Source: an optimization exercise on an open RTL-to-GDS flow (aim: small area and a short achievable clock period). Production flows keep margins and buffers that such runs may drop. The RTL was checked by simulation tests, not by an equivalence proof against the original design. Power figures rest on the tool's default switching activity, not on a simulated workload.

==> flow/design.v <==
`timescale 1ns/1ps
package fp_mul_pkg;
    localparam logic [1:0] SP_NONE = 2'd0;
    localparam logic [1:0] SP_ZERO = 2'd1;
    localparam logic [1:0] SP_INF  = 2'd2;
    localparam logic [1:0] SP_NAN  = 2'd3;
    localparam logic [1:0] RC_NE  = 2'd0;   
    localparam logic [1:0] RC_Z   = 2'd1;   
    localparam logic [1:0] RC_NA  = 2'd2;   
    localparam logic [1:0] RC_INF = 2'd3;   
endpackage
`timescale 1ns/1ps
module fp_unpack (
    input  logic [31:0] fp_x,
    input  logic [31:0] fp_y,
    output logic [1:0]  special,
    output logic [9:0]  exp_sum,
    output logic [25:1] x3,
    output logic [7:0]  sel1,
    output logic [7:0]  sel2,
    output logic [7:0]  sel3,
    output logic [7:0]  sel4,
    output logic [6:0]  neg,
    output logic        sticky21,
    output logic        sticky22
);
    logic [7:0]  ex, ey;
    logic [22:0] fx, fy;
    logic        x_zero, x_inf, x_nan, y_zero, y_inf, y_nan;
    logic [27:0] ye;
    logic [3:0]  w;
    logic [25:0] x3_full;
    logic [23:0] zx, zy;
    logic        tz22, tz23;
    assign ex = fp_x[30:23];
    assign fx = fp_x[22:0];
    assign ey = fp_y[30:23];
    assign fy = fp_y[22:0];
    assign x_zero = (ex == 8'd0);
    assign x_inf  = (ex == 8'hFF) & (fx == 23'd0);
    assign x_nan  = (ex == 8'hFF) & (fx != 23'd0);
    assign y_zero = (ey == 8'd0);
    assign y_inf  = (ey == 8'hFF) & (fy == 23'd0);
    assign y_nan  = (ey == 8'hFF) & (fy != 23'd0);
    always_comb begin
        if (x_nan | y_nan | (x_inf & y_zero) | (y_inf & x_zero))
            special = fp_mul_pkg::SP_NAN;
        else if (x_inf | y_inf)
            special = fp_mul_pkg::SP_INF;
        else if (x_zero | y_zero)
            special = fp_mul_pkg::SP_ZERO;
        else
            special = fp_mul_pkg::SP_NONE;
    end
    assign exp_sum = {2'b00, ex} + {2'b00, ey} - 10'd127;
    assign x3_full = {2'b00, 1'b1, fx} + {1'b0, 1'b1, fx, 1'b0};
    assign x3      = x3_full[25:1];
    assign ye = {3'b000, 1'b1, fy, 1'b0};
    always_comb begin
        for (int j = 0; j < 8; j++) begin
            w = ye[3*j +: 4];
            sel1[j] = (w == 4'b0001) | (w == 4'b0010) | (w == 4'b1101) | (w == 4'b1110);
            sel2[j] = (w == 4'b0011) | (w == 4'b0100) | (w == 4'b1011) | (w == 4'b1100);
            sel3[j] = (w == 4'b0101) | (w == 4'b0110) | (w == 4'b1001) | (w == 4'b1010);
            sel4[j] = (w == 4'b0111) | (w == 4'b1000);
        end
        for (int j = 0; j < 7; j++) begin
            neg[j] = ye[3*j+3];
        end
    end
    always_comb begin
        zx[0] = 1'b1;
        zy[0] = 1'b1;
        for (int a = 1; a < 24; a++) begin
            zx[a] = zx[a-1] & ~fx[a-1];
            zy[a] = zy[a-1] & ~fy[a-1];
        end
    end
    always_comb begin
        tz22 = 1'b0;
        tz23 = 1'b0;
        for (int a = 0; a <= 22; a++) tz22 = tz22 | (zx[a] & zy[22-a]);
        for (int a = 0; a <= 23; a++) tz23 = tz23 | (zx[a] & zy[23-a]);
    end
    assign sticky21 = ~tz22;
    assign sticky22 = ~tz23;
endmodule
`timescale 1ns/1ps
module booth_multiplier (
    input  logic [22:0] fx,
    input  logic [25:1] x3,
    input  logic [7:0]  sel1,
    input  logic [7:0]  sel2,
    input  logic [7:0]  sel3,
    input  logic [7:0]  sel4,
    input  logic [6:0]  neg,
    output logic [47:0] row0,
    output logic [47:0] row1,
    output logic [47:0] row2
);
    logic [23:0] xs;
    logic [25:0] m1, m2, m3, m4;
    logic [6:0]  nneg;
    logic [25:0] pp0;
    logic [25:0] pp1;
    logic [25:0] pp2;
    logic [25:0] pp3;
    logic [25:0] pp4;
    logic [25:0] pp5;
    logic [25:0] pp6;
    logic [25:0] pp7;
    logic ts0, tc0;
    logic ts1, tc1;
    logic ts2, tc2;
    logic ts3, tc3;
    logic ts4, tc4;
    logic ts5, tc5;
    logic ts6, tc6;
    logic ts7, tc7;
    logic ts8, tc8;
    logic ts9, tc9;
    logic ts10, tc10;
    logic ts11, tc11;
    logic ts12, tc12;
    logic ts13, tc13;
    logic ts14, tc14;
    logic ts15, tc15;
    logic ts16, tc16;
    logic ts17, tc17;
    logic ts18, tc18;
    logic ts19, tc19;
    logic ts20, tc20;
    logic ts21, tc21;
    logic ts22, tc22;
    logic ts23, tc23;
    logic ts24, tc24;
    logic ts25, tc25;
    logic ts26, tc26;
    logic ts27, tc27;
    logic ts28, tc28;
    logic ts29, tc29;
    logic ts30, tc30;
    logic ts31, tc31;
    logic ts32, tc32;
    logic ts33, tc33;
    logic ts34, tc34;
    logic ts35, tc35;
    logic ts36, tc36;
    logic ts37, tc37;
    logic ts38, tc38;
    logic ts39, tc39;
    logic ts40, tc40;
    logic ts41, tc41;
    logic ts42, tc42;
    logic ts43, tc43;
    logic ts44, tc44;
    logic ts45, tc45;
    logic ts46, tc46;
    logic ts47, tc47;
    logic ts48, tc48;
    logic ts49, tc49;
    logic ts50, tc50;
    logic ts51, tc51;
    logic ts52, tc52;
    logic ts53, tc53;
    logic ts54, tc54;
    logic ts55, tc55;
    logic ts56, tc56;
    logic ts57, tc57;
    logic ts58, tc58;
    logic ts59, tc59;
    logic ts60, tc60;
    logic ts61, tc61;
    logic ts62, tc62;
    logic ts63, tc63;
    logic ts64, tc64;
    logic ts65, tc65;
    logic ts66, tc66;
    logic ts67, tc67;
    logic ts68, tc68;
    logic ts69, tc69;
    logic ts70, tc70;
    logic ts71, tc71;
    logic ts72, tc72;
    logic ts73, tc73;
    logic ts74, tc74;
    logic ts75, tc75;
    logic ts76, tc76;
    logic ts77, tc77;
    logic ts78, tc78;
    logic ts79, tc79;
    logic ts80, tc80;
    logic ts81, tc81;
    logic ts82, tc82;
    logic ts83, tc83;
    logic ts84, tc84;
    logic ts85, tc85;
    logic ts86, tc86;
    logic ts87, tc87;
    logic ts88, tc88;
    logic ts89, tc89;
    logic ts90, tc90;
    logic ts91, tc91;
    logic ts92, tc92;
    logic ts93, tc93;
    logic ts94, tc94;
    logic ts95, tc95;
    logic ts96, tc96;
    logic ts97, tc97;
    logic ts98, tc98;
    logic ts99, tc99;
    logic ts100, tc100;
    logic ts101, tc101;
    logic ts102, tc102;
    logic ts103, tc103;
    logic ts104, tc104;
    logic ts105, tc105;
    logic ts106, tc106;
    logic ts107, tc107;
    logic ts108, tc108;
    logic ts109, tc109;
    logic ts110, tc110;
    logic ts111, tc111;
    logic ts112, tc112;
    logic ts113, tc113;
    logic ts114, tc114;
    logic ts115, tc115;
    logic ts116, tc116;
    logic ts117, tc117;
    logic ts118, tc118;
    logic ts119, tc119;
    logic ts120, tc120;
    logic ts121, tc121;
    logic ts122, tc122;
    logic ts123, tc123;
    logic ts124, tc124;
    logic ts125, tc125;
    logic ts126, tc126;
    logic ts127, tc127;
    logic ts128, tc128;
    logic ts129, tc129;
    logic ts130, tc130;
    logic ts131, tc131;
    logic ts132, tc132;
    logic ts133, tc133;
    logic ts134, tc134;
    logic ts135, tc135;
    logic ts136, tc136;
    logic ts137, tc137;
    logic ts138, tc138;
    logic ts139, tc139;
    logic ts140, tc140;
    logic ts141, tc141;
    logic ts142, tc142;
    logic ts143, tc143;
    logic ts144, tc144;
    logic ts145, tc145;
    logic ts146, tc146;
    logic ts147, tc147;
    logic ts148, tc148;
    logic ts149, tc149;
    logic ts150, tc150;
    logic ts151, tc151;
    logic ts152, tc152;
    logic ts153, tc153;
    logic ts154, tc154;
    logic ts155, tc155;
    logic ts156, tc156;
    logic ts157, tc157;
    logic ts158, tc158;
    logic ts159, tc159;
    logic ts160, tc160;
    logic ts161, tc161;
    logic ts162, tc162;
    logic ts163, tc163;
    logic ts164, tc164;
    logic ts165, tc165;
    assign xs   = {1'b1, fx};
    assign nneg = ~neg;
    assign m1 = {2'b00, xs};
    assign m2 = {1'b0, xs, 1'b0};
    assign m3 = {x3, fx[0]};
    assign m4 = {xs, 2'b00};
    assign pp0 = ({26{sel1[0]}} & m1 | {26{sel2[0]}} & m2 | {26{sel3[0]}} & m3 | {26{sel4[0]}} & m4) ^ {26{neg[0]}};
    assign pp1 = ({26{sel1[1]}} & m1 | {26{sel2[1]}} & m2 | {26{sel3[1]}} & m3 | {26{sel4[1]}} & m4) ^ {26{neg[1]}};
    assign pp2 = ({26{sel1[2]}} & m1 | {26{sel2[2]}} & m2 | {26{sel3[2]}} & m3 | {26{sel4[2]}} & m4) ^ {26{neg[2]}};
    assign pp3 = ({26{sel1[3]}} & m1 | {26{sel2[3]}} & m2 | {26{sel3[3]}} & m3 | {26{sel4[3]}} & m4) ^ {26{neg[3]}};
    assign pp4 = ({26{sel1[4]}} & m1 | {26{sel2[4]}} & m2 | {26{sel3[4]}} & m3 | {26{sel4[4]}} & m4) ^ {26{neg[4]}};
    assign pp5 = ({26{sel1[5]}} & m1 | {26{sel2[5]}} & m2 | {26{sel3[5]}} & m3 | {26{sel4[5]}} & m4) ^ {26{neg[5]}};
    assign pp6 = ({26{sel1[6]}} & m1 | {26{sel2[6]}} & m2 | {26{sel3[6]}} & m3 | {26{sel4[6]}} & m4) ^ {26{neg[6]}};
    assign pp7 = ({26{sel1[7]}} & m1 | {26{sel2[7]}} & m2 | {26{sel3[7]}} & m3 | {26{sel4[7]}} & m4) ^ {26{1'b1}};
    assign ts0 = neg[5] ^ pp0[15];
    assign tc0 = neg[5] & pp0[15];
    assign ts1 = pp0[16] ^ pp1[13];
    assign tc1 = pp0[16] & pp1[13];
    assign ts2 = pp0[17] ^ pp1[14];
    assign tc2 = pp0[17] & pp1[14];
    assign ts3 = neg[6] ^ pp0[18] ^ pp1[15];
    assign tc3 = (neg[6] & pp0[18]) | (neg[6] & pp1[15]) | (pp0[18] & pp1[15]);
    assign ts4 = pp2[12] ^ pp3[9];
    assign tc4 = pp2[12] & pp3[9];
    assign ts5 = pp0[19] ^ pp1[16] ^ pp2[13];
    assign tc5 = (pp0[19] & pp1[16]) | (pp0[19] & pp2[13]) | (pp1[16] & pp2[13]);
    assign ts6 = pp3[10] ^ pp4[7];
    assign tc6 = pp3[10] & pp4[7];
    assign ts7 = pp0[20] ^ pp1[17] ^ pp2[14];
    assign tc7 = (pp0[20] & pp1[17]) | (pp0[20] & pp2[14]) | (pp1[17] & pp2[14]);
    assign ts8 = pp3[11] ^ pp4[8];
    assign tc8 = pp3[11] & pp4[8];
    assign ts9 = 1'b1 ^ pp0[21] ^ pp1[18];
    assign tc9 = (1'b1 & pp0[21]) | (1'b1 & pp1[18]) | (pp0[21] & pp1[18]);
    assign ts10 = pp2[15] ^ pp3[12] ^ pp4[9];
    assign tc10 = (pp2[15] & pp3[12]) | (pp2[15] & pp4[9]) | (pp3[12] & pp4[9]);
    assign ts11 = pp5[6] ^ pp6[3];
    assign tc11 = pp5[6] & pp6[3];
    assign ts12 = pp0[22] ^ pp1[19] ^ pp2[16];
    assign tc12 = (pp0[22] & pp1[19]) | (pp0[22] & pp2[16]) | (pp1[19] & pp2[16]);
    assign ts13 = pp3[13] ^ pp4[10] ^ pp5[7];
    assign tc13 = (pp3[13] & pp4[10]) | (pp3[13] & pp5[7]) | (pp4[10] & pp5[7]);
    assign ts14 = pp6[4] ^ pp7[1];
    assign tc14 = pp6[4] & pp7[1];
    assign ts15 = pp0[23] ^ pp1[20] ^ pp2[17];
    assign tc15 = (pp0[23] & pp1[20]) | (pp0[23] & pp2[17]) | (pp1[20] & pp2[17]);
    assign ts16 = pp3[14] ^ pp4[11] ^ pp5[8];
    assign tc16 = (pp3[14] & pp4[11]) | (pp3[14] & pp5[8]) | (pp4[11] & pp5[8]);
    assign ts17 = pp6[5] ^ pp7[2];
    assign tc17 = pp6[5] & pp7[2];
    assign ts18 = xs[0] ^ pp0[24] ^ pp1[21];
    assign tc18 = (xs[0] & pp0[24]) | (xs[0] & pp1[21]) | (pp0[24] & pp1[21]);
    assign ts19 = pp2[18] ^ pp3[15] ^ pp4[12];
    assign tc19 = (pp2[18] & pp3[15]) | (pp2[18] & pp4[12]) | (pp3[15] & pp4[12]);
    assign ts20 = pp5[9] ^ pp6[6] ^ pp7[3];
    assign tc20 = (pp5[9] & pp6[6]) | (pp5[9] & pp7[3]) | (pp6[6] & pp7[3]);
    assign ts21 = xs[1] ^ pp0[25] ^ pp1[22];
    assign tc21 = (xs[1] & pp0[25]) | (xs[1] & pp1[22]) | (pp0[25] & pp1[22]);
    assign ts22 = pp2[19] ^ pp3[16] ^ pp4[13];
    assign tc22 = (pp2[19] & pp3[16]) | (pp2[19] & pp4[13]) | (pp3[16] & pp4[13]);
    assign ts23 = pp5[10] ^ pp6[7] ^ pp7[4];
    assign tc23 = (pp5[10] & pp6[7]) | (pp5[10] & pp7[4]) | (pp6[7] & pp7[4]);
    assign ts24 = neg[0] ^ xs[2] ^ pp1[23];
    assign tc24 = (neg[0] & xs[2]) | (neg[0] & pp1[23]) | (xs[2] & pp1[23]);
    assign ts25 = pp2[20] ^ pp3[17] ^ pp4[14];
    assign tc25 = (pp2[20] & pp3[17]) | (pp2[20] & pp4[14]) | (pp3[17] & pp4[14]);
    assign ts26 = pp5[11] ^ pp6[8] ^ pp7[5];
    assign tc26 = (pp5[11] & pp6[8]) | (pp5[11] & pp7[5]) | (pp6[8] & pp7[5]);
    assign ts27 = neg[0] ^ xs[3] ^ pp1[24];
    assign tc27 = (neg[0] & xs[3]) | (neg[0] & pp1[24]) | (xs[3] & pp1[24]);
    assign ts28 = pp2[21] ^ pp3[18] ^ pp4[15];
    assign tc28 = (pp2[21] & pp3[18]) | (pp2[21] & pp4[15]) | (pp3[18] & pp4[15]);
    assign ts29 = pp5[12] ^ pp6[9] ^ pp7[6];
    assign tc29 = (pp5[12] & pp6[9]) | (pp5[12] & pp7[6]) | (pp6[9] & pp7[6]);
    assign ts30 = neg[0] ^ xs[4] ^ pp1[25];
    assign tc30 = (neg[0] & xs[4]) | (neg[0] & pp1[25]) | (xs[4] & pp1[25]);
    assign ts31 = pp2[22] ^ pp3[19] ^ pp4[16];
    assign tc31 = (pp2[22] & pp3[19]) | (pp2[22] & pp4[16]) | (pp3[19] & pp4[16]);
    assign ts32 = pp5[13] ^ pp6[10] ^ pp7[7];
    assign tc32 = (pp5[13] & pp6[10]) | (pp5[13] & pp7[7]) | (pp6[10] & pp7[7]);
    assign ts33 = nneg[1] ^ nneg[0] ^ xs[5];
    assign tc33 = (nneg[1] & nneg[0]) | (nneg[1] & xs[5]) | (nneg[0] & xs[5]);
    assign ts34 = pp2[23] ^ pp3[20] ^ pp4[17];
    assign tc34 = (pp2[23] & pp3[20]) | (pp2[23] & pp4[17]) | (pp3[20] & pp4[17]);
    assign ts35 = pp5[14] ^ pp6[11] ^ pp7[8];
    assign tc35 = (pp5[14] & pp6[11]) | (pp5[14] & pp7[8]) | (pp6[11] & pp7[8]);
    assign ts36 = 1'b1 ^ xs[6] ^ pp2[24];
    assign tc36 = (1'b1 & xs[6]) | (1'b1 & pp2[24]) | (xs[6] & pp2[24]);
    assign ts37 = pp3[21] ^ pp4[18] ^ pp5[15];
    assign tc37 = (pp3[21] & pp4[18]) | (pp3[21] & pp5[15]) | (pp4[18] & pp5[15]);
    assign ts38 = pp6[12] ^ pp7[9];
    assign tc38 = pp6[12] & pp7[9];
    assign ts39 = 1'b1 ^ xs[7] ^ pp2[25];
    assign tc39 = (1'b1 & xs[7]) | (1'b1 & pp2[25]) | (xs[7] & pp2[25]);
    assign ts40 = pp3[22] ^ pp4[19] ^ pp5[16];
    assign tc40 = (pp3[22] & pp4[19]) | (pp3[22] & pp5[16]) | (pp4[19] & pp5[16]);
    assign ts41 = pp6[13] ^ pp7[10];
    assign tc41 = pp6[13] & pp7[10];
    assign ts42 = nneg[2] ^ xs[8] ^ pp3[23];
    assign tc42 = (nneg[2] & xs[8]) | (nneg[2] & pp3[23]) | (xs[8] & pp3[23]);
    assign ts43 = pp4[20] ^ pp5[17] ^ pp6[14];
    assign tc43 = (pp4[20] & pp5[17]) | (pp4[20] & pp6[14]) | (pp5[17] & pp6[14]);
    assign ts44 = 1'b1 ^ xs[9] ^ pp3[24];
    assign tc44 = (1'b1 & xs[9]) | (1'b1 & pp3[24]) | (xs[9] & pp3[24]);
    assign ts45 = pp4[21] ^ pp5[18];
    assign tc45 = pp4[21] & pp5[18];
    assign ts46 = 1'b1 ^ xs[10] ^ pp3[25];
    assign tc46 = (1'b1 & xs[10]) | (1'b1 & pp3[25]) | (xs[10] & pp3[25]);
    assign ts47 = pp4[22] ^ pp5[19];
    assign tc47 = pp4[22] & pp5[19];
    assign ts48 = nneg[3] ^ xs[11] ^ pp4[23];
    assign tc48 = (nneg[3] & xs[11]) | (nneg[3] & pp4[23]) | (xs[11] & pp4[23]);
    assign ts49 = 1'b1 ^ xs[12];
    assign tc49 = 1'b1 & xs[12];
    assign ts50 = 1'b1 ^ xs[13];
    assign tc50 = 1'b1 & xs[13];
    assign ts51 = neg[3] ^ pp0[9];
    assign tc51 = neg[3] & pp0[9];
    assign ts52 = pp0[10] ^ pp1[7];
    assign tc52 = pp0[10] & pp1[7];
    assign ts53 = pp0[11] ^ pp1[8];
    assign tc53 = pp0[11] & pp1[8];
    assign ts54 = neg[4] ^ pp0[12] ^ pp1[9];
    assign tc54 = (neg[4] & pp0[12]) | (neg[4] & pp1[9]) | (pp0[12] & pp1[9]);
    assign ts55 = pp2[6] ^ pp3[3];
    assign tc55 = pp2[6] & pp3[3];
    assign ts56 = pp0[13] ^ pp1[10] ^ pp2[7];
    assign tc56 = (pp0[13] & pp1[10]) | (pp0[13] & pp2[7]) | (pp1[10] & pp2[7]);
    assign ts57 = pp3[4] ^ pp4[1];
    assign tc57 = pp3[4] & pp4[1];
    assign ts58 = pp0[14] ^ pp1[11] ^ pp2[8];
    assign tc58 = (pp0[14] & pp1[11]) | (pp0[14] & pp2[8]) | (pp1[11] & pp2[8]);
    assign ts59 = pp3[5] ^ pp4[2];
    assign tc59 = pp3[5] & pp4[2];
    assign ts60 = pp1[12] ^ pp2[9] ^ pp3[6];
    assign tc60 = (pp1[12] & pp2[9]) | (pp1[12] & pp3[6]) | (pp2[9] & pp3[6]);
    assign ts61 = pp4[3] ^ pp5[0] ^ ts0;
    assign tc61 = (pp4[3] & pp5[0]) | (pp4[3] & ts0) | (pp5[0] & ts0);
    assign ts62 = pp2[10] ^ pp3[7] ^ pp4[4];
    assign tc62 = (pp2[10] & pp3[7]) | (pp2[10] & pp4[4]) | (pp3[7] & pp4[4]);
    assign ts63 = pp5[1] ^ tc0 ^ ts1;
    assign tc63 = (pp5[1] & tc0) | (pp5[1] & ts1) | (tc0 & ts1);
    assign ts64 = pp2[11] ^ pp3[8] ^ pp4[5];
    assign tc64 = (pp2[11] & pp3[8]) | (pp2[11] & pp4[5]) | (pp3[8] & pp4[5]);
    assign ts65 = pp5[2] ^ tc1 ^ ts2;
    assign tc65 = (pp5[2] & tc1) | (pp5[2] & ts2) | (tc1 & ts2);
    assign ts66 = pp4[6] ^ pp5[3] ^ pp6[0];
    assign tc66 = (pp4[6] & pp5[3]) | (pp4[6] & pp6[0]) | (pp5[3] & pp6[0]);
    assign ts67 = tc2 ^ ts4 ^ ts3;
    assign tc67 = (tc2 & ts4) | (tc2 & ts3) | (ts4 & ts3);
    assign ts68 = pp5[4] ^ pp6[1] ^ tc4;
    assign tc68 = (pp5[4] & pp6[1]) | (pp5[4] & tc4) | (pp6[1] & tc4);
    assign ts69 = ts6 ^ tc3 ^ ts5;
    assign tc69 = (ts6 & tc3) | (ts6 & ts5) | (tc3 & ts5);
    assign ts70 = pp5[5] ^ pp6[2] ^ tc6;
    assign tc70 = (pp5[5] & pp6[2]) | (pp5[5] & tc6) | (pp6[2] & tc6);
    assign ts71 = ts8 ^ tc5 ^ ts7;
    assign tc71 = (ts8 & tc5) | (ts8 & ts7) | (tc5 & ts7);
    assign ts72 = pp7[0] ^ tc8 ^ ts11;
    assign tc72 = (pp7[0] & tc8) | (pp7[0] & ts11) | (tc8 & ts11);
    assign ts73 = tc7 ^ ts9 ^ ts10;
    assign tc73 = (tc7 & ts9) | (tc7 & ts10) | (ts9 & ts10);
    assign ts74 = tc11 ^ ts14 ^ tc9;
    assign tc74 = (tc11 & ts14) | (tc11 & tc9) | (ts14 & tc9);
    assign ts75 = tc10 ^ ts12 ^ ts13;
    assign tc75 = (tc10 & ts12) | (tc10 & ts13) | (ts12 & ts13);
    assign ts76 = tc14 ^ ts17 ^ tc12;
    assign tc76 = (tc14 & ts17) | (tc14 & tc12) | (ts17 & tc12);
    assign ts77 = tc13 ^ ts15 ^ ts16;
    assign tc77 = (tc13 & ts15) | (tc13 & ts16) | (ts15 & ts16);
    assign ts78 = tc17 ^ tc15 ^ tc16;
    assign tc78 = (tc17 & tc15) | (tc17 & tc16) | (tc15 & tc16);
    assign ts79 = ts18 ^ ts19 ^ ts20;
    assign tc79 = (ts18 & ts19) | (ts18 & ts20) | (ts19 & ts20);
    assign ts80 = tc18 ^ tc19 ^ tc20;
    assign tc80 = (tc18 & tc19) | (tc18 & tc20) | (tc19 & tc20);
    assign ts81 = ts21 ^ ts22 ^ ts23;
    assign tc81 = (ts21 & ts22) | (ts21 & ts23) | (ts22 & ts23);
    assign ts82 = tc21 ^ tc22 ^ tc23;
    assign tc82 = (tc21 & tc22) | (tc21 & tc23) | (tc22 & tc23);
    assign ts83 = ts24 ^ ts25 ^ ts26;
    assign tc83 = (ts24 & ts25) | (ts24 & ts26) | (ts25 & ts26);
    assign ts84 = tc24 ^ tc25 ^ tc26;
    assign tc84 = (tc24 & tc25) | (tc24 & tc26) | (tc25 & tc26);
    assign ts85 = ts27 ^ ts28 ^ ts29;
    assign tc85 = (ts27 & ts28) | (ts27 & ts29) | (ts28 & ts29);
    assign ts86 = tc27 ^ tc28 ^ tc29;
    assign tc86 = (tc27 & tc28) | (tc27 & tc29) | (tc28 & tc29);
    assign ts87 = ts30 ^ ts31 ^ ts32;
    assign tc87 = (ts30 & ts31) | (ts30 & ts32) | (ts31 & ts32);
    assign ts88 = ts33 ^ tc30 ^ tc31;
    assign tc88 = (ts33 & tc30) | (ts33 & tc31) | (tc30 & tc31);
    assign ts89 = tc32 ^ ts34 ^ ts35;
    assign tc89 = (tc32 & ts34) | (tc32 & ts35) | (ts34 & ts35);
    assign ts90 = tc33 ^ ts38 ^ tc34;
    assign tc90 = (tc33 & ts38) | (tc33 & tc34) | (ts38 & tc34);
    assign ts91 = tc35 ^ ts36 ^ ts37;
    assign tc91 = (tc35 & ts36) | (tc35 & ts37) | (ts36 & ts37);
    assign ts92 = tc38 ^ ts41 ^ tc36;
    assign tc92 = (tc38 & ts41) | (tc38 & tc36) | (ts41 & tc36);
    assign ts93 = tc37 ^ ts39 ^ ts40;
    assign tc93 = (tc37 & ts39) | (tc37 & ts40) | (ts39 & ts40);
    assign ts94 = pp7[11] ^ tc41 ^ tc39;
    assign tc94 = (pp7[11] & tc41) | (pp7[11] & tc39) | (tc41 & tc39);
    assign ts95 = tc40 ^ ts42 ^ ts43;
    assign tc95 = (tc40 & ts42) | (tc40 & ts43) | (ts42 & ts43);
    assign ts96 = pp6[15] ^ pp7[12] ^ ts45;
    assign tc96 = (pp6[15] & pp7[12]) | (pp6[15] & ts45) | (pp7[12] & ts45);
    assign ts97 = tc42 ^ tc43 ^ ts44;
    assign tc97 = (tc42 & tc43) | (tc42 & ts44) | (tc43 & ts44);
    assign ts98 = pp6[16] ^ pp7[13] ^ tc45;
    assign tc98 = (pp6[16] & pp7[13]) | (pp6[16] & tc45) | (pp7[13] & tc45);
    assign ts99 = ts47 ^ tc44 ^ ts46;
    assign tc99 = (ts47 & tc44) | (ts47 & ts46) | (tc44 & ts46);
    assign ts100 = pp5[20] ^ pp6[17] ^ pp7[14];
    assign tc100 = (pp5[20] & pp6[17]) | (pp5[20] & pp7[14]) | (pp6[17] & pp7[14]);
    assign ts101 = tc47 ^ tc46 ^ ts48;
    assign tc101 = (tc47 & tc46) | (tc47 & ts48) | (tc46 & ts48);
    assign ts102 = ts49 ^ pp4[24] ^ pp5[21];
    assign tc102 = (ts49 & pp4[24]) | (ts49 & pp5[21]) | (pp4[24] & pp5[21]);
    assign ts103 = pp6[18] ^ pp7[15] ^ tc48;
    assign tc103 = (pp6[18] & pp7[15]) | (pp6[18] & tc48) | (pp7[15] & tc48);
    assign ts104 = tc49 ^ ts50 ^ pp4[25];
    assign tc104 = (tc49 & ts50) | (tc49 & pp4[25]) | (ts50 & pp4[25]);
    assign ts105 = pp5[22] ^ pp6[19] ^ pp7[16];
    assign tc105 = (pp5[22] & pp6[19]) | (pp5[22] & pp7[16]) | (pp6[19] & pp7[16]);
    assign ts106 = nneg[4] ^ xs[14] ^ tc50;
    assign tc106 = (nneg[4] & xs[14]) | (nneg[4] & tc50) | (xs[14] & tc50);
    assign ts107 = pp5[23] ^ pp6[20] ^ pp7[17];
    assign tc107 = (pp5[23] & pp6[20]) | (pp5[23] & pp7[17]) | (pp6[20] & pp7[17]);
    assign ts108 = 1'b1 ^ xs[15] ^ pp5[24];
    assign tc108 = (1'b1 & xs[15]) | (1'b1 & pp5[24]) | (xs[15] & pp5[24]);
    assign ts109 = pp6[21] ^ pp7[18];
    assign tc109 = pp6[21] & pp7[18];
    assign ts110 = 1'b1 ^ xs[16] ^ pp5[25];
    assign tc110 = (1'b1 & xs[16]) | (1'b1 & pp5[25]) | (xs[16] & pp5[25]);
    assign ts111 = pp6[22] ^ pp7[19];
    assign tc111 = pp6[22] & pp7[19];
    assign ts112 = nneg[5] ^ xs[17] ^ pp6[23];
    assign tc112 = (nneg[5] & xs[17]) | (nneg[5] & pp6[23]) | (xs[17] & pp6[23]);
    assign ts113 = 1'b1 ^ xs[18];
    assign tc113 = 1'b1 & xs[18];
    assign ts114 = 1'b1 ^ xs[19];
    assign tc114 = 1'b1 & xs[19];
    assign ts115 = neg[2] ^ pp0[6];
    assign tc115 = neg[2] & pp0[6];
    assign ts116 = pp0[7] ^ pp1[4];
    assign tc116 = pp0[7] & pp1[4];
    assign ts117 = pp0[8] ^ pp1[5];
    assign tc117 = pp0[8] & pp1[5];
    assign ts118 = pp1[6] ^ pp2[3] ^ pp3[0];
    assign tc118 = (pp1[6] & pp2[3]) | (pp1[6] & pp3[0]) | (pp2[3] & pp3[0]);
    assign ts119 = pp2[4] ^ pp3[1] ^ tc51;
    assign tc119 = (pp2[4] & pp3[1]) | (pp2[4] & tc51) | (pp3[1] & tc51);
    assign ts120 = pp2[5] ^ pp3[2] ^ tc52;
    assign tc120 = (pp2[5] & pp3[2]) | (pp2[5] & tc52) | (pp3[2] & tc52);
    assign ts121 = pp4[0] ^ tc53 ^ ts55;
    assign tc121 = (pp4[0] & tc53) | (pp4[0] & ts55) | (tc53 & ts55);
    assign ts122 = tc55 ^ ts57 ^ tc54;
    assign tc122 = (tc55 & ts57) | (tc55 & tc54) | (ts57 & tc54);
    assign ts123 = tc57 ^ ts59 ^ tc56;
    assign tc123 = (tc57 & ts59) | (tc57 & tc56) | (ts59 & tc56);
    assign ts124 = tc59 ^ tc58 ^ ts60;
    assign tc124 = (tc59 & tc58) | (tc59 & ts60) | (tc58 & ts60);
    assign ts125 = tc60 ^ ts62 ^ tc61;
    assign tc125 = (tc60 & ts62) | (tc60 & tc61) | (ts62 & tc61);
    assign ts126 = tc62 ^ ts64 ^ tc63;
    assign tc126 = (tc62 & ts64) | (tc62 & tc63) | (ts64 & tc63);
    assign ts127 = tc64 ^ ts66 ^ tc65;
    assign tc127 = (tc64 & ts66) | (tc64 & tc65) | (ts66 & tc65);
    assign ts128 = tc66 ^ ts68 ^ tc67;
    assign tc128 = (tc66 & ts68) | (tc66 & tc67) | (ts68 & tc67);
    assign ts129 = tc68 ^ ts70 ^ tc69;
    assign tc129 = (tc68 & ts70) | (tc68 & tc69) | (ts70 & tc69);
    assign ts130 = tc70 ^ ts72 ^ tc71;
    assign tc130 = (tc70 & ts72) | (tc70 & tc71) | (ts72 & tc71);
    assign ts131 = tc72 ^ tc73 ^ ts74;
    assign tc131 = (tc72 & tc73) | (tc72 & ts74) | (tc73 & ts74);
    assign ts132 = tc74 ^ tc75 ^ ts76;
    assign tc132 = (tc74 & tc75) | (tc74 & ts76) | (tc75 & ts76);
    assign ts133 = tc76 ^ tc77 ^ ts78;
    assign tc133 = (tc76 & tc77) | (tc76 & ts78) | (tc77 & ts78);
    assign ts134 = tc78 ^ tc79 ^ ts80;
    assign tc134 = (tc78 & tc79) | (tc78 & ts80) | (tc79 & ts80);
    assign ts135 = tc80 ^ tc81 ^ ts82;
    assign tc135 = (tc80 & tc81) | (tc80 & ts82) | (tc81 & ts82);
    assign ts136 = tc82 ^ tc83 ^ ts84;
    assign tc136 = (tc82 & tc83) | (tc82 & ts84) | (tc83 & ts84);
    assign ts137 = tc84 ^ tc85 ^ ts86;
    assign tc137 = (tc84 & tc85) | (tc84 & ts86) | (tc85 & ts86);
    assign ts138 = tc86 ^ tc87 ^ ts88;
    assign tc138 = (tc86 & tc87) | (tc86 & ts88) | (tc87 & ts88);
    assign ts139 = tc88 ^ tc89 ^ ts90;
    assign tc139 = (tc88 & tc89) | (tc88 & ts90) | (tc89 & ts90);
    assign ts140 = tc90 ^ tc91 ^ ts92;
    assign tc140 = (tc90 & tc91) | (tc90 & ts92) | (tc91 & ts92);
    assign ts141 = tc92 ^ tc93 ^ ts94;
    assign tc141 = (tc92 & tc93) | (tc92 & ts94) | (tc93 & ts94);
    assign ts142 = ts96 ^ tc94 ^ tc95;
    assign tc142 = (ts96 & tc94) | (ts96 & tc95) | (tc94 & tc95);
    assign ts143 = tc96 ^ ts98 ^ tc97;
    assign tc143 = (tc96 & ts98) | (tc96 & tc97) | (ts98 & tc97);
    assign ts144 = ts100 ^ tc98 ^ tc99;
    assign tc144 = (ts100 & tc98) | (ts100 & tc99) | (tc98 & tc99);
    assign ts145 = tc100 ^ ts102 ^ tc101;
    assign tc145 = (tc100 & ts102) | (tc100 & tc101) | (ts102 & tc101);
    assign ts146 = tc102 ^ ts104 ^ ts105;
    assign tc146 = (tc102 & ts104) | (tc102 & ts105) | (ts104 & ts105);
    assign ts147 = ts106 ^ tc104 ^ tc105;
    assign tc147 = (ts106 & tc104) | (ts106 & tc105) | (tc104 & tc105);
    assign ts148 = tc106 ^ ts109 ^ tc107;
    assign tc148 = (tc106 & ts109) | (tc106 & tc107) | (ts109 & tc107);
    assign ts149 = tc109 ^ ts111 ^ tc108;
    assign tc149 = (tc109 & ts111) | (tc109 & tc108) | (ts111 & tc108);
    assign ts150 = pp7[20] ^ tc111 ^ tc110;
    assign tc150 = (pp7[20] & tc111) | (pp7[20] & tc110) | (tc111 & tc110);
    assign ts151 = ts113 ^ pp6[24] ^ pp7[21];
    assign tc151 = (ts113 & pp6[24]) | (ts113 & pp7[21]) | (pp6[24] & pp7[21]);
    assign ts152 = tc113 ^ ts114 ^ pp6[25];
    assign tc152 = (tc113 & ts114) | (tc113 & pp6[25]) | (ts114 & pp6[25]);
    assign ts153 = nneg[6] ^ xs[20] ^ tc114;
    assign tc153 = (nneg[6] & xs[20]) | (nneg[6] & tc114) | (xs[20] & tc114);
    assign ts154 = 1'b1 ^ xs[21];
    assign tc154 = 1'b1 & xs[21];
    assign ts155 = 1'b1 ^ xs[22];
    assign tc155 = 1'b1 & xs[22];
    assign ts156 = ts107 ^ tc146 ^ ts147;
    assign tc156 = (ts107 & tc146) | (ts107 & ts147) | (tc146 & ts147);
    assign ts157 = ts108 ^ tc147 ^ ts148;
    assign tc157 = (ts108 & tc147) | (ts108 & ts148) | (tc147 & ts148);
    assign ts158 = ts110 ^ tc148 ^ ts149;
    assign tc158 = (ts110 & tc148) | (ts110 & ts149) | (tc148 & ts149);
    assign ts159 = ts112 ^ tc149 ^ ts150;
    assign tc159 = (ts112 & tc149) | (ts112 & ts150) | (tc149 & ts150);
    assign ts160 = tc112 ^ ts151 ^ tc150;
    assign tc160 = (tc112 & ts151) | (tc112 & tc150) | (ts151 & tc150);
    assign ts161 = pp7[22] ^ tc151 ^ ts152;
    assign tc161 = (pp7[22] & tc151) | (pp7[22] & ts152) | (tc151 & ts152);
    assign ts162 = pp7[23] ^ ts153 ^ tc152;
    assign tc162 = (pp7[23] & ts153) | (pp7[23] & tc152) | (ts153 & tc152);
    assign ts163 = ts154 ^ pp7[24] ^ tc153;
    assign tc163 = (ts154 & pp7[24]) | (ts154 & tc153) | (pp7[24] & tc153);
    assign ts164 = tc154 ^ ts155 ^ pp7[25];
    assign tc164 = (tc154 & ts155) | (tc154 & pp7[25]) | (ts155 & pp7[25]);
    assign ts165 = xs[23] ^ tc155;
    assign tc165 = xs[23] & tc155;
    assign row0 = {ts165, ts164, ts163, ts162, ts161, ts160, tc158, tc157, tc156, ts156, tc103, ts103, ts101, ts99, ts97, ts95, ts93, ts91, ts89, ts87, ts85, ts83, ts81, ts79, ts77, ts75, ts73, ts71, ts69, ts67, ts65, ts63, ts61, ts58, ts56, ts54, ts53, ts52, tc117, pp2[2], pp2[1], pp1[3], pp0[5], pp0[4], neg[1], pp0[2], pp0[1], neg[0]};
    assign row1 = {tc164, tc163, tc162, tc161, tc160, tc159, ts159, ts158, ts157, 1'b0, ts146, tc144, tc143, tc142, tc141, tc140, tc139, tc138, tc137, tc136, tc135, tc134, tc133, tc132, tc131, tc130, tc129, tc128, tc127, tc126, tc125, tc124, tc123, tc122, tc121, tc120, tc119, tc118, ts51, tc116, tc115, pp2[0], pp1[2], pp1[1], pp0[3], 1'b0, 1'b0, pp0[0]};
    assign row2 = {1'b0, 1'b0, 1'b0, 1'b0, 1'b0, 1'b0, 1'b0, 1'b0, 1'b0, 1'b0, tc145, ts145, ts144, ts143, ts142, ts141, ts140, ts139, ts138, ts137, ts136, ts135, ts134, ts133, ts132, ts131, ts130, ts129, ts128, ts127, ts126, ts125, ts124, ts123, ts122, ts121, ts120, ts119, ts118, ts117, ts116, ts115, 1'b0, 1'b0, pp1[0], 1'b0, 1'b0, 1'b0};
endmodule
`timescale 1ns/1ps
module fp_normalize (
    input  logic [47:0] row0,
    input  logic [47:0] row1,
    input  logic [47:0] row2,
    input  logic [9:0]  exp_sum,
    input  logic [1:0]  rclass,
    input  logic        sticky21,
    input  logic        sticky22,
    output logic [22:0] frac,
    output logic        inc,
    output logic [7:0]  exp_adj,
    output logic        ovf_a,
    output logic        ovf_b,
    output logic        udf_a,
    output logic        udf_b
);
    logic [47:0] cs_s, cs_c;
    logic [47:0] prod;
    logic        hi;
    logic        inc_hi, inc_lo;
    logic signed [9:0] es;
    logic [7:0]  es_inc;
    function automatic logic round_up(input logic [1:0] rc, input logic lsb,
                                      input logic guard, input logic sticky);
        case (rc)
            fp_mul_pkg::RC_Z:   round_up = 1'b0;
            fp_mul_pkg::RC_NA:  round_up = guard;
            fp_mul_pkg::RC_INF: round_up = guard | sticky;
            default:            round_up = guard & (sticky | lsb);
        endcase
    endfunction
    assign cs_s = row0 ^ row1 ^ row2;
    assign cs_c = {(row0[46:0] & row1[46:0]) | (row0[46:0] & row2[46:0]) | (row1[46:0] & row2[46:0]), 1'b0};
    assign prod = cs_s + cs_c;
    assign hi     = prod[47];
    assign frac   = hi ? prod[46:24] : prod[45:23];
    assign inc_hi = round_up(rclass, prod[24], prod[23], sticky22);
    assign inc_lo = round_up(rclass, prod[23], prod[22], sticky21);
    assign inc    = hi ? inc_hi : inc_lo;
    assign es      = exp_sum;
    assign es_inc  = exp_sum[7:0] + 8'd1;
    assign exp_adj = hi ? es_inc : exp_sum[7:0];
    assign ovf_a   = hi ? (es >= 10'sd254) : (es >= 10'sd255);
    assign ovf_b   = hi ? (es >= 10'sd253) : (es >= 10'sd254);
    assign udf_a   = hi ? (es <= -10'sd1)  : (es <= 10'sd0);
    assign udf_b   = hi ? (es <= -10'sd2)  : (es <= -10'sd1);
endmodule
`timescale 1ns/1ps
module fp_round (
    input  logic        sign,
    input  logic        ovf_inf,
    input  logic [1:0]  special,
    input  logic [7:0]  exp_adj,
    input  logic        ovf_a,
    input  logic        ovf_b,
    input  logic        udf_a,
    input  logic        udf_b,
    input  logic [22:0] frac,
    input  logic        inc,
    output logic [31:0] z,
    output logic        ovf,
    output logic        udf
);
    logic        carry;
    logic [22:0] frac_rnd;
    logic [7:0]  exp_rnd;
    logic        e_ovf, e_udf;
    assign carry    = inc & (&frac);
    assign frac_rnd = frac + {22'd0, inc};
    assign exp_rnd  = exp_adj + {7'd0, carry};
    assign e_ovf    = carry ? ovf_b : ovf_a;
    assign e_udf    = carry ? udf_b : udf_a;
    always_comb begin
        ovf = 1'b0;
        udf = 1'b0;
        case (special)
            fp_mul_pkg::SP_NAN:  z = 32'h7FC0_0000;
            fp_mul_pkg::SP_INF:  z = {sign, 8'hFF, 23'd0};
            fp_mul_pkg::SP_ZERO: z = {sign, 31'd0};
            default: begin
                if (e_ovf) begin
                    ovf = 1'b1;
                    z   = ovf_inf ? {sign, 8'hFF, 23'd0} : {sign, 31'h7F7F_FFFF};
                end else if (e_udf) begin
                    udf = 1'b1;
                    z   = {sign, 31'd0};
                end else begin
                    z   = {sign, exp_rnd, frac_rnd};
                end
            end
        endcase
    end
endmodule
`timescale 1ns/1ps
module fp_mul_top (
    input  logic        clk,
    input  logic        arst_n,
    input  logic        in_valid,
    input  logic [31:0] fp_x,
    input  logic [31:0] fp_y,
    input  logic [2:0]  r_mode,
    output logic        out_valid,
    output logic [31:0] fp_z,
    output logic        ovrf,
    output logic        udrf
);
    logic        v1, s1, st21_1, st22_1;
    logic [1:0]  rc1, sp1;
    logic [9:0]  es1;
    logic [22:0] fx1;
    logic [25:1] x3_1;
    logic [7:0]  sel1_1, sel2_1, sel3_1, sel4_1;
    logic [6:0]  neg1;
    logic        v2, s2, st21_2, st22_2;
    logic [1:0]  rc2, sp2;
    logic [9:0]  es2;
    logic [47:0] r0_2, r1_2, r2_2;
    logic        v3, s3, oi3, inc3, ova3, ovb3, uda3, udb3;
    logic [1:0]  sp3;
    logic [7:0]  ea3;
    logic [22:0] fr3;
    logic        sign_in;
    logic [1:0]  rc_in, sp_a;
    logic [9:0]  es_a;
    logic [25:1] x3_a;
    logic [7:0]  sel1_a, sel2_a, sel3_a, sel4_a;
    logic [6:0]  neg_a;
    logic        st21_a, st22_a;
    logic [47:0] r0_b, r1_b, r2_b;
    logic [22:0] fr_c;
    logic        inc_c, ova_c, ovb_c, uda_c, udb_c;
    logic [7:0]  ea_c;
    logic [31:0] z_d;
    logic        ovf_d, udf_d;
    assign sign_in = fp_x[31] ^ fp_y[31];
    always_comb begin
        case (r_mode)
            3'd1:    rc_in = fp_mul_pkg::RC_Z;
            3'd2:    rc_in = sign_in ? fp_mul_pkg::RC_INF : fp_mul_pkg::RC_Z;
            3'd3:    rc_in = sign_in ? fp_mul_pkg::RC_Z : fp_mul_pkg::RC_INF;
            3'd4:    rc_in = fp_mul_pkg::RC_NA;
            default: rc_in = fp_mul_pkg::RC_NE;
        endcase
    end
    fp_unpack u_unpack (
        .fp_x     (fp_x),
        .fp_y     (fp_y),
        .special  (sp_a),
        .exp_sum  (es_a),
        .x3       (x3_a),
        .sel1     (sel1_a),
        .sel2     (sel2_a),
        .sel3     (sel3_a),
        .sel4     (sel4_a),
        .neg      (neg_a),
        .sticky21 (st21_a),
        .sticky22 (st22_a)
    );
    always_ff @(posedge clk or negedge arst_n) begin
        if (!arst_n) begin
            v1 <= 1'b0;
            v2 <= 1'b0;
            v3 <= 1'b0;
        end else begin
            v1 <= in_valid;
            v2 <= v1;
            v3 <= v2;
        end
    end
    always_ff @(posedge clk) begin
        s1     <= sign_in;
        rc1    <= rc_in;
        sp1    <= sp_a;
        es1    <= es_a;
        fx1    <= fp_x[22:0];
        x3_1   <= x3_a;
        sel1_1 <= sel1_a;
        sel2_1 <= sel2_a;
        sel3_1 <= sel3_a;
        sel4_1 <= sel4_a;
        neg1   <= neg_a;
        st21_1 <= st21_a;
        st22_1 <= st22_a;
    end
    booth_multiplier u_mul (
        .fx   (fx1),
        .x3   (x3_1),
        .sel1 (sel1_1),
        .sel2 (sel2_1),
        .sel3 (sel3_1),
        .sel4 (sel4_1),
        .neg  (neg1),
        .row0 (r0_b),
        .row1 (r1_b),
        .row2 (r2_b)
    );
    always_ff @(posedge clk) begin
        s2     <= s1;
        rc2    <= rc1;
        sp2    <= sp1;
        es2    <= es1;
        st21_2 <= st21_1;
        st22_2 <= st22_1;
        r0_2   <= r0_b;
        r1_2   <= r1_b;
        r2_2   <= r2_b;
    end
    fp_normalize u_norm (
        .row0     (r0_2),
        .row1     (r1_2),
        .row2     (r2_2),
        .exp_sum  (es2),
        .rclass   (rc2),
        .sticky21 (st21_2),
        .sticky22 (st22_2),
        .frac     (fr_c),
        .inc      (inc_c),
        .exp_adj  (ea_c),
        .ovf_a    (ova_c),
        .ovf_b    (ovb_c),
        .udf_a    (uda_c),
        .udf_b    (udb_c)
    );
    always_ff @(posedge clk) begin
        s3   <= s2;
        oi3  <= (rc2 != fp_mul_pkg::RC_Z);
        sp3  <= sp2;
        ea3  <= ea_c;
        ova3 <= ova_c;
        ovb3 <= ovb_c;
        uda3 <= uda_c;
        udb3 <= udb_c;
        fr3  <= fr_c;
        inc3 <= inc_c;
    end
    fp_round u_round (
        .sign    (s3),
        .ovf_inf (oi3),
        .special (sp3),
        .exp_adj (ea3),
        .ovf_a   (ova3),
        .ovf_b   (ovb3),
        .udf_a   (uda3),
        .udf_b   (udb3),
        .frac    (fr3),
        .inc     (inc3),
        .z       (z_d),
        .ovf     (ovf_d),
        .udf     (udf_d)
    );
    always_ff @(posedge clk or negedge arst_n) begin
        if (!arst_n) begin
            out_valid <= 1'b0;
            ovrf      <= 1'b0;
            udrf      <= 1'b0;
        end else begin
            out_valid <= v3;
            ovrf      <= v3 & ovf_d;
            udrf      <= v3 & udf_d;
        end
    end
    always_ff @(posedge clk) begin
        fp_z <= z_d;
    end
endmodule
==> flow/flow/run.sh <==
#!/bin/bash
# The standard ORFS layout (standard.sh) with these changes to how it is made:
#  - synthesis is the standard script with Yosys's own pre-mapping ABC pass
#    skipped (synth -noabc), so the adder cells come out without inverters
#    between them; registers, flattening and renaming are unchanged
#  - port buffers are buf_1 cells
#  - CTS inserts no dummy loads
#  - the repair steps aim at a setup slack margin (flow/margin.txt) that stands
#    for a shorter clock period than the one signed off
# Each tool's output goes to flow_orfs.log and ORFS's own logs under orfs/logs.
set -euo pipefail
HERE=$(pwd)
MARGIN=$(cat flow/margin.txt)
bash standard.sh \
  SYNTH_SCRIPT="$HERE/flow/synth.tcl" \
  SETUP_SLACK_MARGIN="$MARGIN" \
  BUFFER_PORTS_ARGS="-buffer_cell sky130_fd_sc_hd__buf_1" \
  CTS_ARGS="-sink_clustering_enable -repair_clock_nets -dont_use_dummy_load" \
  finish > flow_orfs.log 2>&1
==> flow/flow/margin.txt <==
5
==> flow/flow/synth.tcl <==
proc synth {args} { yosys synth -nofsm -noshare -noabc {*}$args }
source $::env(SCRIPTS_DIR)/synth.tcl
# left out here: clear keep_hierarchy, flatten, clean up, hide names made inside functions, write 1_2_yosys.v
==> flow/standard.sh <==
#!/bin/bash
# synth_recipe.tcl (not shown) runs the flow's synth.tcl, then flattens the netlist and writes it again
# the make line also repeats each setting of config.mk as NAME=value (left out here)
make -C /OpenROAD-flow-scripts/flow DESIGN_CONFIG=/design/flow/config.mk WORK_HOME=/design/flow/orfs CLKGATE_MAP_FILE= SYNTH_SCRIPT=/design/flow/synth_recipe.tcl "${@:-finish}"
==> flow/config.mk <==
export PLATFORM = sky130hd
export DESIGN_NAME = fp_mul_top
export DESIGN_NICKNAME = fp_mul_top
export VERILOG_FILES = /design/flow/design.v
export SDC_FILE = /design/flow/constraint.sdc
export NUM_CORES = 4
export LEC_CHECK = 0
export ABC_AREA = 1
export CAP_MARGIN = 20
export CORE_MARGIN = 2
export CORE_UTILIZATION = 40
export SLEW_MARGIN = 20
==> flow/constraint.sdc <==
create_clock -name core_clock -period 8.5 [get_ports {clk}]
set_input_delay 1.7000 -clock core_clock [delete_from_list [all_inputs] [get_ports {clk}]]
set_output_delay 1.7000 -clock core_clock [all_outputs]
set_load 0.01 [all_outputs]
==> results of run 1 <==
path summary, 6_finish.rpt:
kind / from / to / cells after the start
max: sel1_1[6]$_DFF_P_ / r1_2[32]$_DFF_P_ / 7
min in group asynchronous: arst_n / ovrf$_DFF_PN0_ / 1
min: es1[0]$_DFF_P_ / es2[0]$_DFF_P_ / 0
max reg2reg: sel1_1[6]$_DFF_P_ / r1_2[32]$_DFF_P_ / 7
min reg2reg: es1[0]$_DFF_P_ / es2[0]$_DFF_P_ / 0
max in group asynchronous: arst_n / out_valid$_DFF_PN0_ / 1
layout make-up:
type                       instances  share of cell area (%)
tap                              756                    3.77
timing repair buffer             139                    2.73
timing repair inverter             3                  0.0599
sequential                       325                    26.1
clock buffer                      37                    3.69
multi-input combinational       1910                    58.9
inverter                         291                    4.73
routing by layer:
layer	up-vias	wire [um]	global-route usage, %
met3	362	8890	7.77
met2	1295	38200	44.6
met5	-	0	0
met4	0	6040	16.5
met1	9864	34700	35.8
li1	9277	-	-
timing repair:
| action | in CTS | in global routing |
|---|---|---|
| setup endpoints to repair | 61 | 60 |
| gates resized for setup | 27 | 59 |
| pin swaps | 0 | 10 |
| buffers inserted | 3 | 13 |
| gates cloned | 0 | 5 |
kinds of logic (layout without fill, tap and decap cells):
kind of cell,after synthesis,count (layout),synth area share [%]
flip-flops,325,325,28.5
multiplexers,1,1,0.0436
AO/OA/AOI/OAI,680,680,19.6
buffers and inverters,462,470,7.85
adder cells (fa/ha/maj),303,303,21.8
AND/OR/NAND/NOR,664,666,12.3
XOR/XNOR,260,260,9.92
critical path: stages (launching register included):
cell and delay [ps]:
dfxtp_1 580, clkinvlp_2 790, o22ai_1 420, a221oi_1 170, xor2_1 210, ha_1 330, fa_1 510, fa_1 420
cell usage after synthesis (all sizes together):
library cell | number | area share [%]
nand2 | 341 | 5.7
dfxtp | 319 | 28
inv | 266 | 4.3
xor2 | 238 | 9.1
o22ai | 173 | 4.7
a221oi | 166 | 6.3
fa | 163 | 14
nor2 | 161 | 2.7
a21oi | 153 | 3.7
clkbuf | 146 | 2.5
ha | 140 | 7.6
o21ai | 124 | 2.7
nand3 | 74 | 1.6
nor3 | 31 | 0.74
nand4 | 26 | 0.71
buf | 25 | 0.58
clkinv | 25 | 0.41
xnor2 | 22 | 0.84
nor4 | 17 | 0.49
o221ai | 15 | 0.57
a21o | 10 | 0.33
a31oi | 8 | 0.22
o21bai | 8 | 0.26
dfrtp | 6 | 0.65
o31ai | 6 | 0.20
o211ai | 4 | 0.13
or2 | 4 | 0.11
a211oi | 3 | 0.098
nand3b | 3 | 0.098
nor3b | 3 | 0.098
o21a | 3 | 0.098
a21boi | 2 | 0.065
and2 | 2 | 0.054
and3 | 2 | 0.054
a41oi | 1 | 0.038
mux2i | 1 | 0.044
o2111ai | 1 | 0.038
o22a | 1 | 0.038
o311ai | 1 | 0.038
o31a | 1 | 0.038
registers in the layout, summed over array words and instances (netlist names), 7 cells and up, named ones only:
register	flops
fr3	23
sel1_1	8
es1	10
x3_1	25
fp_z	10
r1_2	45
ea3	8
sel2_1	8
r2_2	33
fx1	23
sel4_1	8
sel3_1	8
r0_2	48
es2	10
neg1	7
cell usage in the layout, fill, tap and decap left out, drive strengths merged, types with 2 or more instances in the layout:
cell type    n
xnor2       22
a21o        10
inv        261
xor2       238
clkinv      15
nor3b        3
buf        130
a21boi       2
fa         163
a221oi     166
o211ai       4
a31oi        8
nor3        31
clkbuf      46
o21bai       8
o21a         3
o22ai      173
nor4        17
nand3b       3
dfxtp      319
o221ai      15
nand3       74
nand2      343
dfrtp        6
nor2       161
a211oi       3
o21ai      124
and3         2
and2         2
clkinvlp    18
a21oi      153
or2          4
o31ai        6
nand4       26
ha         140
stage by stage:
| step | hold slack [ps] | util (%) |
|---|---|---|
| floorplan | 310 | - |
| global placement | 310 | 42.0 |
| detailed placement | 312 | 42.0 |
| CTS | 264 | 43.7 |
| global route | 272 | 44.3 |
| finish | 279 | 44.3 |
power groups by stage:
stage / Combinational (mW) / Sequential [mW] / Clock, mW
global placement: 6.58 / 2.51 / 0
detailed placement: 6.63 / 2.53 / 0
floorplan: 4.54 / 2.37 / 0
CTS: 6.67 / 2.50 / 1.37
global route: 7.53 / 2.56 / 1.42
finish: 6.83 / 2.51 / 1.33
==> qor.csv, run 1 <==
stage,metric,value,unit
final_layout,fillers,5655,
route,num_vias,20800,
worst_setup_path,worstSetupEndpointType,register,
logic_synthesis,syn_inst,2695,
final_layout,layout-drive-gt1-share,7.17,%
final_layout,multi_input_area,14800,um^2
clock_tree,cts_buffer_depth,3,
global_routing,grt.total_usage,28.7,%
global_routing,grt_pass1_vias,20800,
logic_synthesis,ys_seq_elements,325,
sta,fmaxAchievable,279,MHz
pwr,seq_power_share,23.6,%
worst_setup_path,worstPathRequired,8880,ps
placement,hpwl,64700,um
route,finalWirelength,87900,um
pwr,vdd_drop_max,0.226,mV
worst_setup_path,regToRegSetupSlack,4920,ps
floorplanning,rows,87,
logic_synthesis,ys_types,53,
sta,post-route-period-util,42.2,%
final_layout,area.sequential,6550,um^2
sta,slew_viol_final,0,
floorplanning,die_y,244,um
route,ant_nets,0,
route,drt-wirelength-per-cell,25.4,um
sta,finalHoldViolCount,0,
pwr,p_comb_share,63.9,%
logic_synthesis,syn_nets,3068,
route,drt-initial-drc-count,2306,
sta,tns,0,ps
final_layout,layout.nets,3080,
worst_setup_path,crit_path_max_fanout,11,
worst_setup_path,arrival,3960,ps
clock_tree,cts_tree,done,
logic_synthesis,synth_area,23000,um^2
placement,routabilityCongestion,0.983,
global_routing,antenna_found_initial,0,
floorplanning,die_area,59300,um^2
route,drc,0,
final_layout,final_cells,3461,
global_routing,grt_overflow,0,
clock_tree,clock_latency,570,ps
sta,final-setup-viol-count,0,
status,status,timing/DRC/antenna clean,
placement,pre_cts_slack,4320,ps
final_layout,area_growth,9.15,%
final_layout,fin_area,25100,um^2
pwr,total_power,10.7,mW
final_layout,diodes,0,
clock_tree,cts_buffers,37,
sta,tightest_slew,1050,ps
placement,dpl_cell_area,23800,um^2
pwr,p_int,5.23,mW
route,drt-vias-per-instance,6.01,
pwr,p_per_area,426,nW/um^2
clock_tree,clk_pin_slew,60,ps
placement,portBuffers,104,
floorplanning,pin_count,105,
sta,rsz0062_at_grt,yes,
floorplanning,start_util,40.6,%
floorplanning,die_w,244,um
flow_run,cap_violations,0,
sta,skew,78.3,ps
clock_tree,cts.sinks,325,
pwr,pwr-share-clk,12.5,%
pwr,power_leakage,10.5,nW
worst_setup_path,crit_path_start_kind,register,
logic_synthesis,ys_seq_area_share,28.5,%
clock_tree,root_buffer,clkbuf_16,
global_routing,grt_first_pass_wirelength,129000,um
sta,fin_crit,3580,ps
sta,setup_ws,4920,ps
clock_tree,ctsHtreeMaxLevel,2,
pwr,swShare,51.0,%
route,firstDrtPassIters,8,
global_routing,grt_max_degree,42,
placement,dp.cells,3403,
min_path,hp-class,register to register,
pwr,p_sw,5.45,mW
logic_synthesis,syn_avg_cell_area,8.52,um^2
worst_setup_path,criticalPathCategory,register to register,
logic_synthesis,yosysWarnings,4,
floorplanning,fp.coreArea,56600,um^2
clock_tree,hold_buffers,0,
sta,slew_headroom,29.7,%
==> inputs of run 2 (changes only) <==
==> flow/run.sh (new file) <==
#!/bin/bash
# synth_recipe.tcl (not shown) runs the flow's synth.tcl, then flattens the netlist and writes it again
# the make line also repeats each setting of config.mk as NAME=value (left out here)
make -C /OpenROAD-flow-scripts/flow DESIGN_CONFIG=/design/flow/config.mk WORK_HOME=/design/flow/orfs CLKGATE_MAP_FILE= SYNTH_SCRIPT=/design/flow/synth_recipe.tcl finish
--- a/flow/config.mk
+++ b/flow/config.mk
@@ -9,4 +9,5 @@
 export CAP_MARGIN = 20
 export CORE_MARGIN = 2
 export CORE_UTILIZATION = 40
+export SETUP_SLACK_MARGIN = 5
 export SLEW_MARGIN = 20
removed: flow/flow/run.sh
removed: flow/flow/margin.txt
removed: flow/flow/synth.tcl
removed: flow/standard.sh
==> qor.csv, run 2 <==
stage,metric,value,unit,change
status,status,timing/DRC/antenna clean,,
worst_setup_path,crit_path_start_kind,register,,
placement,dp.cells,3482,,+2.3%
logic_synthesis,yosysWarnings,4,,unchanged
worst_setup_path,arrival,3970,ps,about the same
min_path,min_to,s2$_DFF_P_,,
global_routing,grt_overflow,0,,unchanged
logic_synthesis,synth.largest_area_cell,dfxtp_1,,
floorplanning,die_y,245,um,+0.77%
min_path,hp-class,register to register,,
sta,final-setup-viol-count,0,,unchanged
min_path,min_from,s1$_DFF_P_,,
logic_synthesis,yosys.area.top_type_share,27.4,%,-0.43 points
worst_setup_path,path_common_cell,fa_1,,
floorplanning,start_util,40.4,%,-0.14 points
clock_tree,clk_pin_slew,60,ps,about the same
logic_synthesis,ys_seq_elements,325,,unchanged
min_path,min_path_cells,0,,unchanged
route,drt-initial-drc-count,2084,,-9.6%
sta,tightest_slew,1110,ps,+58.4 ps
logic_synthesis,synth_edf_count,0,,unchanged
clock_tree,clock_latency,590,ps,+20 ps
clock_tree,hold_buffers,0,,unchanged
logic_synthesis,synthTopCellsByCount,"344 x nand2_1, 319 x dfxtp_1, 311 x inv_1",,
sta,fin_crit,3530,ps,-56.8 ps
sta,slew_headroom,25.8,%,-3.9 points
clock_tree,cts_buffer_depth,3,,unchanged
sta,rsz0062_at_grt,yes,,
pwr,total_power,11.1,mW,+4.3%
route,num_vias,21100,,+1.5%
final_layout,post-route-util,46.0,%,+1.7 points
floorplanning,die_area,60300,um^2,+1.5%
route,finalWirelength,86200,um,-1.9%
global_routing,grt_pass1_vias,21200,,+1.9%
worst_setup_path,rr_endpoint,r2_2[24]$_DFF_P_,,
floorplanning,die_w,245,um,+0.77%
final_layout,largest_register,r0_2,,
final_layout,area_growth,13.8,%,
floorplanning,pin_count,105,,unchanged
placement,portBuffers,104,,unchanged
final_layout,reg_top3,"r0_2 x48, r1_2 x45, r2_2 x33",,
global_routing,antenna_found_initial,2,,+2
final_layout,fin_area,26500,um^2,+5.9%
worst_setup_path,crit_path_top_delay_cell,dfxtp_1,,
logic_synthesis,ys_seq_area_share,28.0,%,-0.44 points
final_layout,largest_reg_flops,48,,unchanged
route,firstDrtPassIters,8,,unchanged
logic_synthesis,synth_ff_type,dfxtp_1,,
floorplanning,rows,88,,+1.1%
worst_setup_path,rr_startpoint,fx1[7]$_DFF_P_,,
logic_synthesis,async_flop_share,1.85,%,unchanged
sta,post-route-period-util,41.5,%,-0.67 points
route,drc,0,,unchanged
placement,routabilityCongestion,0.981,,-0.22%
logic_synthesis,synth_most_common_cell,nand2_1,,
sta,slew_viol_final,0,,unchanged
sta,holdWs,324,ps,+44.6 ps
clock_tree,cts_tree,done,,
route,ant_nets,0,,unchanged
route,drt-wirelength-per-cell,24.1,um,-4.9%
pwr,p_per_area,419,nW/um^2,-1.5%
final_layout,layout.nets,3145,,+2.1%
sta,skew,31.0,ps,-47.2 ps
final_layout,final_cells,3572,,+3.2%
logic_synthesis,syn_avg_cell_area,8.44,um^2,-0.97%
global_routing,grt_max_degree,37,,-12%
clock_tree,root_buffer,clkbuf_16,,
worst_setup_path,worstSetupEndpointType,register,,
flow_run,cap_violations,0,,unchanged
worst_setup_path,path_cells,clkinv_2 > o22ai_1 > a221oi_1 > xor2_1 > fa_1 > fa_1 > inv_1 > fa_1,,
worst_setup_path,criticalPathCategory,register to register,,
logic_synthesis,syn_nets,3132,,+2.1%
global_routing,grt.total_usage,28.2,%,-0.51 points
placement,pre_cts_slack,3840,ps,-476 ps
final_layout,fillers,5712,,+1.0%
logic_synthesis,synth_area,23300,um^2,+1.6%
route,drt-vias-per-instance,5.91,,-1.7%
worst_setup_path,regToRegSetupSlack,4970,ps,+60 ps
final_layout,final_common_cell,nand2_1,,
clock_tree,cts_buffers,39,,+5.4%
placement,dpl_cell_area,24800,um^2,+4.2%
sta,setup_ws,4970,ps,+56.8 ps
final_layout,layout_common_cells,"344 x nand2_1, 310 x dfxtp_1, 301 x inv_1",,
worst_setup_path,startpoint,fx1[7]$_DFF_P_,,
pwr,power_leakage,11.4,nW,+8.6%
final_layout,layout-drive-gt1-share,8.66,%,+1.5 points
logic_synthesis,ys_types,62,,+17%
worst_setup_path,reg2regPathDepth,8,,+1
placement,hpwl,62500,um,-3.4%
pwr,vdd_drop_max,0.198,mV,-12%
clock_tree,cts.sinks,325,,unchanged
floorplanning,fp.coreArea,57700,um^2,+1.9%
worst_setup_path,worstPathRequired,8940,ps,+60 ps
sta,tns,0,ps,unchanged
logic_synthesis,synth_top_cells_by_area,"dfxtp_1 27%, fa_1 14%, xor2_1 8.9%",,
clock_tree,ctsHtreeMaxLevel,2,,unchanged
sta,fmaxAchievable,283,MHz,+1.6%
worst_setup_path,crit_path_max_fanout,17,,+6
worst_setup_path,cp_slowest_stage_delay,750,ps,-40 ps
logic_synthesis,syn_inst,2764,,+2.6%
global_routing,grt_first_pass_wirelength,129000,um,-0.33%
sta,finalHoldViolCount,0,,unchanged
==> run 2: changes by cell type in the layout (fill, tap and decap cells not counted), sizes merged, moves of 13 or more <==
| cell | previous run | this run |
|---|---|---|
| o21ai | 124 | 105 |
| dlymetal6s2s | 0 | 13 |
| nor2 | 161 | 188 |
| a221oi | 166 | 183 |
| a21oi | 153 | 131 |
| clkdlybuf4s50 | 0 | 73 |
| buf | 130 | 40 |
| inv | 261 | 324 |
==> run 2: layer usage <==
layer | GRT usage, % | routed length [um] | up-vias
met5 | 0 | 0 | -
li1 | - | - | 9483
met1 | 34.8 | 33700 | 9965
met4 | 14.7 | 5180 | 0
met3 | 6.73 | 8790 | 366
met2 | 45.6 | 38600 | 1293
==> run 2: kinds of logic after synthesis <==
family                   Yosys count  share of synthesized area, %
flip-flops                       325                          28.0
AO/OA/AOI/OAI                    656                          18.8
XOR/XNOR                         259                          9.73
AND/OR/NAND/NOR                  715                          13.5
adder cells (fa/ha/maj)          298                          21.2
buffers and inverters            511                          8.66
==> run 2: how the worst max path moves through the flow <==
stage / endpoint / cells past startpoint
final: r2_2[24]$_DFF_P_ / 8
after global placement: x3_1[23]$_DFF_P_ / 15
after global routing: es1[8]$_DFF_P_ / 14
after detailed placement: x3_1[23]$_DFF_P_ / 15
after floorplan: x3_1[23]$_DFF_P_ / 13
after CTS: x3_1[22]$_DFF_P_ / 11
==> run 2: report_power, final <==
part	leakage (nW)	switching, mW	total [mW]	internal [mW]
Combinational	7.96	4.39	6.90	2.51
Clock	0.655	0.702	1.71	1.01
Sequential	2.76	0.413	2.52	2.11
==> run 2: repair_timing <==
item | in CTS | in global routing
setup buffers | 5 | 14
gates cloned | 0 | 0
endpoints found under the setup margin | 56 | 40
gates resized for setup | 61 | 66
pin swaps | 7 | 9
endpoints found under the hold margin | 0 | 0
==> run 2: final cells by class <==
cell class,count,area [um^2],share of cell area [%]
diodes,2,5.00,0.0189
inverters,339,1340,5.06
clock buffers,50,1080,4.06
flip-flops and latches,325,6550,24.7
clock inverters,19,263,0.990
well taps,765,957,3.61
multi-input cells,1928,15000,56.6
repair buffers,144,1330,5.01
==> run 2: critical path, delay by kind of cell (launching register included) <==
family	cells	cell delay [ps]
adders and majority gates	3	1430
DFF	1	750
buffers and inverters	2	610
AOI/OAI and AO/OA	2	400
xor gates and xnor gates	1	200

[static timing again, ports no longer ideal]
How much do the figures lean on ideal ports? The routed layouts below were timed once more, with nothing changed but the port constraints. Step 1 assumes that a clkbuf_16 drives the clock port and a buf_2 every other input. Step 2 times the ports against the registers' clock, not the clock port: input delays grow and output delays shrink by t, the midpoint of the rising clock arrivals with the driver on. Slacks: ideal / step 1 / step 2; pairs: ideal / step 1.
run	t, ns	setup WS [ns]	hold slack, ns	clock arrival spread, ns
run 1	0.596	4.915 / 4.915 / 4.575	0.279 / 0.279 / 0.279	0.079 / 0.079
run 2	0.627	4.972 / 4.972 / 4.467	0.324 / 0.324 / 0.324	0.031 / 0.031
After both steps setup and hold are still met in every run listed. For run 2, which loses most, drivers alone change the setup slack by 0.000 ns; drivers and shift together by -0.505 ns.
